What follows belongs to an exercise in optimizing a design on an open flow for small area and a short achievable clock period; a production flow would make more cautious choices.
At most, simulation tests tie the RTL to the original design; equivalence was not proved.
Power is estimated from default activity; no workload was simulated.

==> inputs of wip/quartz <==
==> flow/design.v (excerpt) <==
module ycbcr_rgb_color_convert
(
	input  logic                  clk,
	input  logic                  arst_n,
	input  logic                  start,
	output logic                  busy,
	input  logic [COMP_W-1:0]     comp0,
	input  logic [COMP_W-1:0]     comp1,
	input  logic [COMP_W-1:0]     comp2,
	input  logic                  frame_end,
	output logic                  done,
	output logic [COMP_W-1:0]     out0,
	output logic [COMP_W-1:0]     out1,
	output logic [COMP_W-1:0]     out2,
	output logic                  last_pixel,
	input  logic                  cfg_wr_en,
	input  logic [CFG_IDX_W-1:0]  cfg_index,
	input  logic [CFG_DATA_W-1:0] cfg_data
);
make LEC_CHECK=0 CAP_MARGIN=20 CORE_MARGIN=2 CORE_UTILIZATION=40 SETUP_SLACK_MARGIN=3.0 SLEW_MARGIN=20 SYNTH_HIERARCHICAL=1 finish   # period 6.5 ns
run.sh (not shown) runs the stock make flow with config.mk's settings and CLKGATE_MAP_FILE= SYNTH_SCRIPT=/design/flow/synth_recipe.tcl, a recipe that flattens the netlist after the stock synthesis.
==> wip/xenon (differences from wip/quartz) <==
Settings changed: SETUP_SLACK_MARGIN 3.0 to 3.5.
==> metrics.yaml <==
finalWorstSetupSlack_ns: 3.12
multi_input_area_share_pct: 59.2
multiInputGateArea_sq_um: 10100
layout_commonest_cell: "fa_1"
wl_met2_microns: 17000
status: "finished clean"
via_per_inst: 5.24
ir_drop_mv: 0.333
finalCriticalPeriod_ns: 3.38
syn_to_final_growth_pct: 14.3
seq_area_share_pct: 25.4
wl_per_cell_microns: 19.3
critPathLaunch: "x1_1[7]$_DFF_P_"
layout.cells.non_filler: 1921
nets: 1833
grt_pass1_vias: 10700
fmax_mhz: 296
The numbers above come from wip/quartz.

==> metrics.yaml <==
status: "finished clean"
multi_input_area_share_pct: 58.5
layout.cells.non_filler: 1948
ir_drop_mv: 0.342
via_per_inst: 5.26
finalCriticalPeriod_ns: 3.12
wl_per_cell_microns: 19.2
critPathLaunch: "u_ch0.dir$_DFF_P_"
multiInputGateArea_sq_um: 10400
layout_commonest_cell: "dfxtp_1"
seq_area_share_pct: 24.9
finalWorstSetupSlack_ns: 3.38
syn_to_final_growth_pct: 18.2
nets: 1861
fmax_mhz: 321
wl_met2_microns: 17100
yosys_warnings: 13
The numbers above come from wip/xenon.

Function was not checked in any run of this note: the RTL went through the layout flow alone.

* * *

==> inputs of build 4 <==
ycbcr_rgb_color_convert, a different RTL version from the one above (not shown whole).
Design ycbcr_rgb_color_convert, start of the top module:
module ycbcr_rgb_color_convert
(
	input  logic                  clk,
	input  logic                  arst_n,
	input  logic                  start,
	output logic                  busy,
	input  logic [COMP_W-1:0]     comp0,
	input  logic [COMP_W-1:0]     comp1,
	input  logic [COMP_W-1:0]     comp2,
	input  logic                  frame_end,
	output logic                  done,
	output logic [COMP_W-1:0]     out0,
	output logic [COMP_W-1:0]     out1,
	output logic [COMP_W-1:0]     out2,
	output logic                  last_pixel,
	input  logic                  cfg_wr_en,
	input  logic [CFG_IDX_W-1:0]  cfg_index,
	input  logic [CFG_DATA_W-1:0] cfg_data
);
export LEC_CHECK = 0
export CAP_MARGIN = 20
export CORE_MARGIN = 2
export CORE_UTILIZATION = 40
export CTS_BUF_LIST = sky130_fd_sc_hd__clkbuf_8
export SETUP_SLACK_MARGIN = 3.7
export SLEW_MARGIN = 20
export SYNTH_HIERARCHICAL = 1
create_clock -name core_clock -period 6.5 [get_ports {clk}]
standard.sh (not shown) runs the stock make flow with config.mk's settings and CLKGATE_MAP_FILE= SYNTH_SCRIPT=/design/flow/synth_recipe.tcl, a recipe that flattens the netlist after the stock synthesis.
==> flow/flow/run.sh <==
#!/bin/bash
# Layout flow: the standard ORFS flow (standard.sh, unchanged synthesis), with plain buffers
# (buf_1) instead of the default delay-cell buffers on the input and output ports. Each tool's
# full output is kept: ORFS's per-step logs under orfs/logs/, and make's own output in
# flow_make.log in this folder.
set -euo pipefail
bash standard.sh "BUFFER_PORTS_ARGS=-buffer_cell sky130_fd_sc_hd__buf_1" finish > flow_make.log 2>&1
test -s out/final.def
==> build 52 (differences from build 4) <==
--- a/flow/config.mk
+++ b/flow/config.mk
@@ -9,5 +9,5 @@
 export CORE_MARGIN = 2
-export CORE_UTILIZATION = 40
+export CORE_UTILIZATION = 50
 export CTS_BUF_LIST = sky130_fd_sc_hd__clkbuf_8
-export SETUP_SLACK_MARGIN = 3.7
+export SETUP_SLACK_MARGIN = 3.6
 export SLEW_MARGIN = 20
==> build 43 (differences from build 4) <==
--- a/flow/config.mk
+++ b/flow/config.mk
@@ -9,5 +9,4 @@
 export CORE_MARGIN = 2
-export CORE_UTILIZATION = 40
-export CTS_BUF_LIST = sky130_fd_sc_hd__clkbuf_8
-export SETUP_SLACK_MARGIN = 3.7
+export CORE_UTILIZATION = 55
+export SETUP_SLACK_MARGIN = 3.6
 export SLEW_MARGIN = 20
==> build 51 (differences from build 4) <==
--- a/flow/config.mk
+++ b/flow/config.mk
@@ -11,3 +11,3 @@
 export CTS_BUF_LIST = sky130_fd_sc_hd__clkbuf_8
-export SETUP_SLACK_MARGIN = 3.7
+export SETUP_SLACK_MARGIN = 3.5
 export SLEW_MARGIN = 20
==> results.txt <==
post-route setup slack=3620 ps; non-filler cells in the finished layout=1704; fraction of final layout cells sized beyond drive strength 1=13.6%; final worst path period share=44.4%; critical register-to-register path startpoint=x1_1[1]; placed cell count=1645; crit path time final=2880 ps; Net Sw Power=4.25 mW; Clock buffers and inverters, area share=2.91%; buffer share of cell area=3.78%; wire length of the first global-routing pass=53000 µm; result of the run=finished clean; transition at the pin with the smallest max-transition slack=787 ps
[end of results for build 52]
==> results.txt <==
transition at the pin with the smallest max-transition slack=746 ps; wire length of the first global-routing pass=53900 µm; non-filler cells in the finished layout=1824; placed cell count=1752; Clock buffers and inverters, area share=2.89%; post-route setup slack=3670 ps; crit path time final=2830 ps; buffer share of cell area=4.51%; final worst path period share=43.6%; result of the run=finished clean
[end of results for build 4]
==> results.txt <==
crit path time final=2920 ps; transition at the pin with the smallest max-transition slack=744 ps; wire length of the first global-routing pass=53900 µm; buffer share of cell area=4.30%; Clock buffers and inverters, area share=2.77%; result of the run=finished clean; critical register-to-register path startpoint=u_ch0.u_dsel0.q; final worst path period share=44.9%
[end of results for build 51]
==> results.txt <==
Int Pwr=4.90 mW; result of the run=finished clean; buffer share of cell area=3.96%; post-route setup slack=3630 ps; footprint of the flip-flops and latches=3590 µm²; non-filler cells in the finished layout=1693; crit path time final=2870 ps; wire length of the first global-routing pass=51500 µm; number of global-route vias before repair=9533; final worst path period share=44.2%; Net Sw Power=4.21 mW; critical register-to-register path startpoint=u_ch0.u_dsel0.q; CTS H-tree depth=4; fraction of final layout cells sized beyond drive strength 1=14.1%; Clock buffers and inverters, area share=3.95%; placed cell count=1627
[end of results for build 43]

[what the ideal ports hide]
The results above use ideal ports. As a check the final layouts listed here were re-extracted and re-timed, cells and wires unchanged. Step 1: set_driving_cell puts a clkbuf_16 on clk and a buf_2 on each other input, an assumption about the parent block. Step 2, shift: input delay + t, output delay - t, t = (earliest + latest rising clock arrival at the registers) / 2. This alone moves slack from input paths to output paths. Slacks: no drivers / after step 1 / after step 2; pairs: no drivers / after step 1.
run | t, ns | slack for setup (ns) | clock arrival spread, ns | worst slew at a driven data input, ns
wip/quartz | 0.597 | 3.120 / 3.120 / 2.733 | 0.010 / 0.010 | 0.05
wip/xenon | 0.592 | 3.384 / 3.384 / 3.039 | 0.026 / 0.026 | 0.04
build 4 | 0.546 | 3.667 / 3.667 / 3.253 | 0.022 / 0.022 | 0.06
build 52 | 0.504 | 3.615 / 3.615 / 3.226 | 0.023 / 0.023 | 0.04
build 43 | 0.477 | 3.627 / 3.627 / 3.231 | 0.022 / 0.023 | 0.04
build 51 | 0.520 | 3.581 / 3.581 / 3.248 | 0.017 / 0.017 | 0.05
After both steps every run listed still meets setup and hold. For build 4, which loses most, drivers alone change the setup slack by 0.000 ns; drivers and shift together by -0.414 ns.
